Context: an optimization exercise on an open-source flow, tuned for small area, a short achievable clock period and few clock cycles. The choices shown serve that exercise and are no tape-out recipe.
The RTL was checked by simulation tests, not by an equivalence proof against the original design.

==> flow/design.v <==
`default_nettype none
module mult_div_unit #(
    parameter int RM  = 8,     
    parameter int BS  = 8     
) (
    input  logic        clk,
    input  logic        reset,
    input  logic        start,
    input  logic [2:0]  op,
    input  logic [31:0] RD1,
    input  logic [31:0] RD2,
    output logic        busy,
    output logic [31:0] HI,
    output logic [31:0] LO
);
    localparam int ND = RM / 2;                         
    localparam int W  = (32 + RM > 35) ? 32 + RM : 35;  
    localparam int NR = ND + 2;                         
    localparam logic [4:0] c_mul_last = 5'(32 / RM - 1);
    localparam logic [1:0] ST_MUL  = 2'd0;
    localparam logic [1:0] ST_MFIX = 2'd1;
    localparam logic [1:0] ST_PREP = 2'd2;
    localparam logic [1:0] ST_ITER = 2'd3;
    logic        r_busy;
    logic [1:0]  r_st;
    logic [4:0]  r_cnt;
    logic        r_sgnd;      
    logic        r_aneg;      
    logic        r_mprev;     
    logic [31:0] r_b;
    logic [31:0] r_hi;
    logic [31:0] r_lo;
    wire w_mul  = (r_st == ST_MUL);
    wire w_prep = (r_st == ST_PREP);
    wire w_iter = (r_st == ST_ITER);
    wire w_div  = r_st[1];
    wire w_bneg = r_sgnd & r_b[31];
    wire w_qneg = r_aneg ^ w_bneg;
    logic [31:0] w_am, w_bm;
    logic [5:0]  w_la, w_lb;
    logic [5:0]  w_s;
    assign w_am = r_hi ^ {32{r_aneg}};
    assign w_bm = r_b ^ {32{w_bneg}};
    always_comb begin
        w_la = 6'd0;
        w_lb = 6'd1;
        for (int i = 0; i < 32; i++) begin
            if (w_am[i]) w_la = 6'(i + 1);
            if (w_bm[i]) w_lb = 6'(i + 1);
        end
    end
    assign w_s = w_la + {5'd0, r_aneg} - w_lb;
    wire w_sneg = w_s[5];
    wire w_div0 = (r_b == 32'd0);
    logic [4:0]  w_amt;
    logic [31:0] w_sh;
    always_comb begin
        w_amt = 5'd0;
        if (w_iter) w_amt = r_cnt;
        else if (w_prep && !w_qneg) w_amt = w_s[4:0];
    end
    always_comb begin
        case (w_amt[4:3])
            2'd0: w_sh = r_b;
            2'd1: w_sh = {r_b[23:0], 8'd0};
            2'd2: w_sh = {r_b[15:0], 16'd0};
            default: w_sh = {r_b[7:0], 24'd0};
        endcase
    end
    logic [32:0]  w_a33;
    logic         w_hext;
    logic [W-1:0] w_hrow;
    logic [W-1:0] w_pp [ND];
    logic [W-1:0] w_krow;
    assign w_a33  = {w_bneg, w_sh};
    assign w_hext = r_hi[31] & (r_sgnd | ~w_div);
    assign w_hrow = W'({~w_hext, r_hi});
    always_comb begin
        logic [2:0]  bits;
        logic        one, two, neg, nprev;
        logic [33:0] pp;
        logic [W-1:0] k;
        k = W'(-(64'd1 << 32));
        nprev = 1'b0;
        for (int j = 0; j < ND; j++) begin
            bits = {r_lo[2*j+1], r_lo[2*j], (j == 0) ? r_mprev : r_lo[2*j-1]};
            one  = bits[1] ^ bits[0];
            two  = (bits == 3'b100) || (bits == 3'b011);
            neg  = bits[2];
            if (!w_mul) begin
                one = (j == 32'(w_amt[2:1])) && !w_amt[0];
                two = (j == 32'(w_amt[2:1])) && w_amt[0];
                neg = (j == 32'(w_amt[2:1])) && w_div && !w_qneg;
            end
            pp = ({34{one}} & {w_a33[32], w_a33}) | ({34{two}} & {w_a33, 1'b0});
            pp = pp ^ {34{neg}};
            w_pp[j] = W'({~pp[33], pp[32:0]}) << (2*j);
            if (j > 0) w_pp[j][2*j-2] = nprev;
            nprev = neg;
            k = k - W'(64'd1 << (33 + 2*j));
        end
        w_krow = k;
        w_krow[2*ND-2] = nprev;
    end
    logic [W-1:0] w_csa_s, w_csa_c;
    always_comb begin
        logic [W-1:0] x, y, z;
        x = w_krow;
        y = w_pp[ND-1];
        for (int i = 0; i < NR - 2; i++) begin
            if (i < ND - 1) z = w_pp[ND-2-i];
            else            z = w_hrow;
            w_csa_s = x ^ y ^ z;
            w_csa_c = ((x & y) | (x & z) | (y & z)) << 1;
            x = w_csa_s;
            y = w_csa_c;
        end
        w_csa_s = x;
        w_csa_c = y;
    end
    logic [W-1:0] w_sum;
    always_comb begin
        logic c, cb, g, p, inc;
        logic [W-1:0] s0;
        cb = 1'b0;
        for (int lo = 0; lo < W; lo += BS) begin
            c = 1'b0;
            p = 1'b1;
            for (int i = lo; i < lo + BS && i < W; i++) begin
                s0[i] = w_csa_s[i] ^ w_csa_c[i] ^ c;
                c = (w_csa_s[i] & w_csa_c[i]) | (w_csa_s[i] & c) | (w_csa_c[i] & c);
            end
            g = c;
            inc = cb;
            for (int i = lo; i < lo + BS && i < W; i++) begin
                w_sum[i] = s0[i] ^ inc;
                inc = inc & s0[i];
                p = p & s0[i];
            end
            cb = g | (p & cb);
        end
    end
    logic [34:0] w_t;
    logic        w_take;
    assign w_t    = w_sum[34:0];
    assign w_take = r_aneg ? (w_t[34] || (w_t == 35'd0)) : !w_t[34];
    wire w_acc_md = start && !op[2];
    wire w_pre_go = w_qneg ? w_take : !w_sneg;    
    always_ff @(posedge clk or negedge reset) begin
        if (!reset) begin
            r_busy <= 1'b0;
        end else if (!r_busy) begin
            r_busy <= w_acc_md;
        end else begin
            case (r_st)
                ST_MUL:  if (r_cnt == 5'd0 && (r_sgnd || !r_lo[RM-1])) r_busy <= 1'b0;
                ST_MFIX: r_busy <= 1'b0;
                ST_PREP: if (w_div0 || !w_pre_go || (!w_qneg && w_s[4:0] == 5'd0)) r_busy <= 1'b0;
                default: if (r_cnt == 5'd0) r_busy <= 1'b0;
            endcase
        end
    end
    always_ff @(posedge clk or negedge reset) begin
        if (!reset) begin
            r_st    <= ST_MUL;
            r_cnt   <= 5'd0;
            r_sgnd  <= 1'b0;
            r_aneg  <= 1'b0;
            r_mprev <= 1'b0;
        end else if (!r_busy) begin
            r_st    <= {op[1], 1'b0};
            r_cnt   <= c_mul_last;
            r_sgnd  <= !op[0];
            r_aneg  <= !op[0] && RD1[31];
            r_mprev <= 1'b0;
        end else begin
            case (r_st)
                ST_MUL: begin
                    r_mprev <= r_lo[RM-1];
                    r_cnt   <= r_cnt - 5'd1;
                    if (r_cnt == 5'd0) r_st <= ST_MFIX;
                end
                ST_PREP: begin
                    r_cnt <= w_s[4:0] - {4'd0, !w_qneg};
                    r_st  <= ST_ITER;
                end
                ST_ITER: r_cnt <= r_cnt - 5'd1;
                default: ;
            endcase
        end
    end
    always_ff @(posedge clk) begin
        if (!r_busy) r_b <= RD2;
    end
    logic [31:0] w_hi_int, w_lo_int;
    always_comb begin
        w_hi_int = r_hi;
        w_lo_int = r_lo;
        if (r_busy) begin
            case (r_st)
                ST_MUL: begin
                    w_hi_int = w_sum[RM+31:RM];
                    w_lo_int = {w_sum[RM-1:0], r_lo[31:RM]};
                end
                ST_MFIX: w_hi_int = w_sum[31:0];
                ST_PREP: begin
                    if (w_take && w_pre_go) w_hi_int = w_sum[31:0];
                    if (w_div0)       w_lo_int = '1;
                    else if (w_qneg)  w_lo_int = {32{w_take}};
                    else              w_lo_int = {31'd0, w_take && !w_sneg};
                end
                default: begin
                    if (w_take) w_hi_int = w_sum[31:0];
                    w_lo_int = {r_lo[30:0], w_take ^ w_qneg};
                end
            endcase
        end
    end
    wire w_ld_hi = !r_busy && start && (op[2] == 1'b0 || op == 3'd4);
    wire w_ld_lo = !r_busy && start && (op[2] == 1'b0 || op == 3'd5);
    always_ff @(posedge clk or negedge reset) begin
        if (!reset) begin
            r_hi <= '0;
            r_lo <= '0;
        end else begin
            r_hi <= w_ld_hi ? (RD1 & {32{op[1] | op[2]}}) : w_hi_int;
            r_lo <= w_ld_lo ? RD1 : w_lo_int;
        end
    end
    assign busy = r_busy;
    assign HI   = r_hi;
    assign LO   = r_lo;
endmodule
`default_nettype wire
Settings: LEC_CHECK=0, ABC_AREA=1, CAP_MARGIN=20, CORE_MARGIN=2, CORE_UTILIZATION=60, SLEW_MARGIN=20; clock period 90.0 ns.
standard.sh (not shown) runs the stock make flow with config.mk's settings and CLKGATE_MAP_FILE= SYNTH_SCRIPT=/design/flow/synth_recipe.tcl, a recipe that flattens the netlist after the stock synthesis.
==> flow/flow/run.sh <==
#!/bin/bash
# Layout flow: the standard synthesis and layout steps, with buf_1 port
# buffers and timing repair aimed at a setup margin that covers the clock
# period left over by the fixed 18 ns input and output delays.
set -uo pipefail
bash standard.sh synth > synth.log 2>&1 || exit 1
bash standard.sh SETUP_SLACK_MARGIN=70.6 \
    'BUFFER_PORTS_ARGS=-buffer_cell sky130_fd_sc_hd__buf_1' \
    finish > layout.log 2>&1 || exit 1
Testbench counts at the start, summed over its fixed seeds: cycles 13,407.
Change:
--- a/flow/flow/run.sh
+++ b/flow/flow/run.sh
@@ -6,3 +6,3 @@
 bash standard.sh synth > synth.log 2>&1 || exit 1
-bash standard.sh SETUP_SLACK_MARGIN=70.6 \
+bash standard.sh SETUP_SLACK_MARGIN=70.7 \
     'BUFFER_PORTS_ARGS=-buffer_cell sky130_fd_sc_hd__buf_1' \
ABC_AREA = not set   (was 1)
The changed run completed with no timing, DRC or antenna violations.
Worst setup slack gains 0.090 ns.
Final cell count fell slightly.
Die area rose by a few percent.
Global-route usage rose by 2.3 points.
Change:
==> flow/run.sh (new file) <==
#!/bin/bash
# synth_recipe.tcl (not shown) runs the flow's synth.tcl, then flattens the netlist and writes it again
# the make line also repeats each setting of config.mk as NAME=value (left out here)
make -C /OpenROAD-flow-scripts/flow DESIGN_CONFIG=/design/flow/config.mk WORK_HOME=/design/flow/orfs CLKGATE_MAP_FILE= SYNTH_SCRIPT=/design/flow/synth_recipe.tcl finish
ABC_AREA = 1   (was not set)
CORE_UTILIZATION = 40   (was 60)
removed: flow/flow/run.sh
removed: flow/standard.sh
What happened:
- routed wire length fell by about 4%
- global-route usage goes down by 13 points
Change:
==> flow/flow/run.sh (new file) <==
#!/bin/bash
# Layout flow: the standard synthesis and layout steps, with buf_1 port
# buffers and timing repair aimed at a setup margin that covers the clock
# period left over by the fixed 18 ns input and output delays.
set -uo pipefail
bash standard.sh synth > synth.log 2>&1 || exit 1
bash standard.sh SETUP_SLACK_MARGIN=70.4 \
    'BUFFER_PORTS_ARGS=-buffer_cell sky130_fd_sc_hd__buf_1' \
    finish > layout.log 2>&1 || exit 1
==> flow/standard.sh (new file) <==
#!/bin/bash
# synth_recipe.tcl (not shown) runs the flow's synth.tcl, then flattens the netlist and writes it again
# the make line also repeats each setting of config.mk as NAME=value (left out here)
make -C /OpenROAD-flow-scripts/flow DESIGN_CONFIG=/design/flow/config.mk WORK_HOME=/design/flow/orfs CLKGATE_MAP_FILE= SYNTH_SCRIPT=/design/flow/synth_recipe.tcl "${@:-finish}"
CORE_UTILIZATION = 60   (was 40)
removed: flow/run.sh
Effect: Fmax rises by about 7%. Hold slack is about the same. Setup slack gains 1.4 ns.
Change:
--- a/flow/flow/run.sh
+++ b/flow/flow/run.sh
@@ -6,3 +6,3 @@
 bash standard.sh synth > synth.log 2>&1 || exit 1
-bash standard.sh SETUP_SLACK_MARGIN=70.4 \
+bash standard.sh SETUP_SLACK_MARGIN=70.0 \
     'BUFFER_PORTS_ARGS=-buffer_cell sky130_fd_sc_hd__buf_1' \
After rerunning: Routed wire length falls by 0.97%; sequential share of layout area hardly moves; die area stays the same; final area falls by 0.43%; utilization falls by 0.29 points; clock-buffer cell count does not change; hold slack degrades by 0.0072 ns; cell count barely changes; non-clock buffer count falls by 3; synthesized cell count stays the same.

[afterwards: timing with drivers on the ports]
No port has a modelled driver above. Below, the same layouts with a new extraction and two added sets of constraints.
Step 1: set_driving_cell puts a clkbuf_16 on clk and a buf_2 on each other input, an assumption about the parent block.
Step 2, shift: input delay + t, output delay - t, t = (earliest + latest rising clock arrival at the registers) / 2. This alone moves slack from input paths to output paths.
Three values: ideal, step 1, step 2; two values: the first two.
run	t, ns	slack for setup (ns)	worst hold slack (ns)	clock arrival spread, ns
the first run	0.410	70.678 / 70.708 / 70.298	0.591 / 0.591 / 0.591	0.010 / 0.010
the second run	0.413	70.768 / 70.717 / 70.452	0.568 / 0.568 / 0.568	0.017 / 0.017
the third run	0.434	69.187 / 69.202 / 68.768	0.599 / 0.599 / 0.599	0.019 / 0.019
the fourth run	0.413	70.546 / 70.575 / 70.162	0.598 / 0.598 / 0.598	0.011 / 0.010
the fifth run	0.414	70.181 / 70.212 / 69.798	0.591 / 0.591 / 0.591	0.010 / 0.010
After both steps every run listed still meets setup and hold. The setup slack of the third run, which loses most, moves by +0.015 ns with the drivers and by -0.419 ns with both steps.
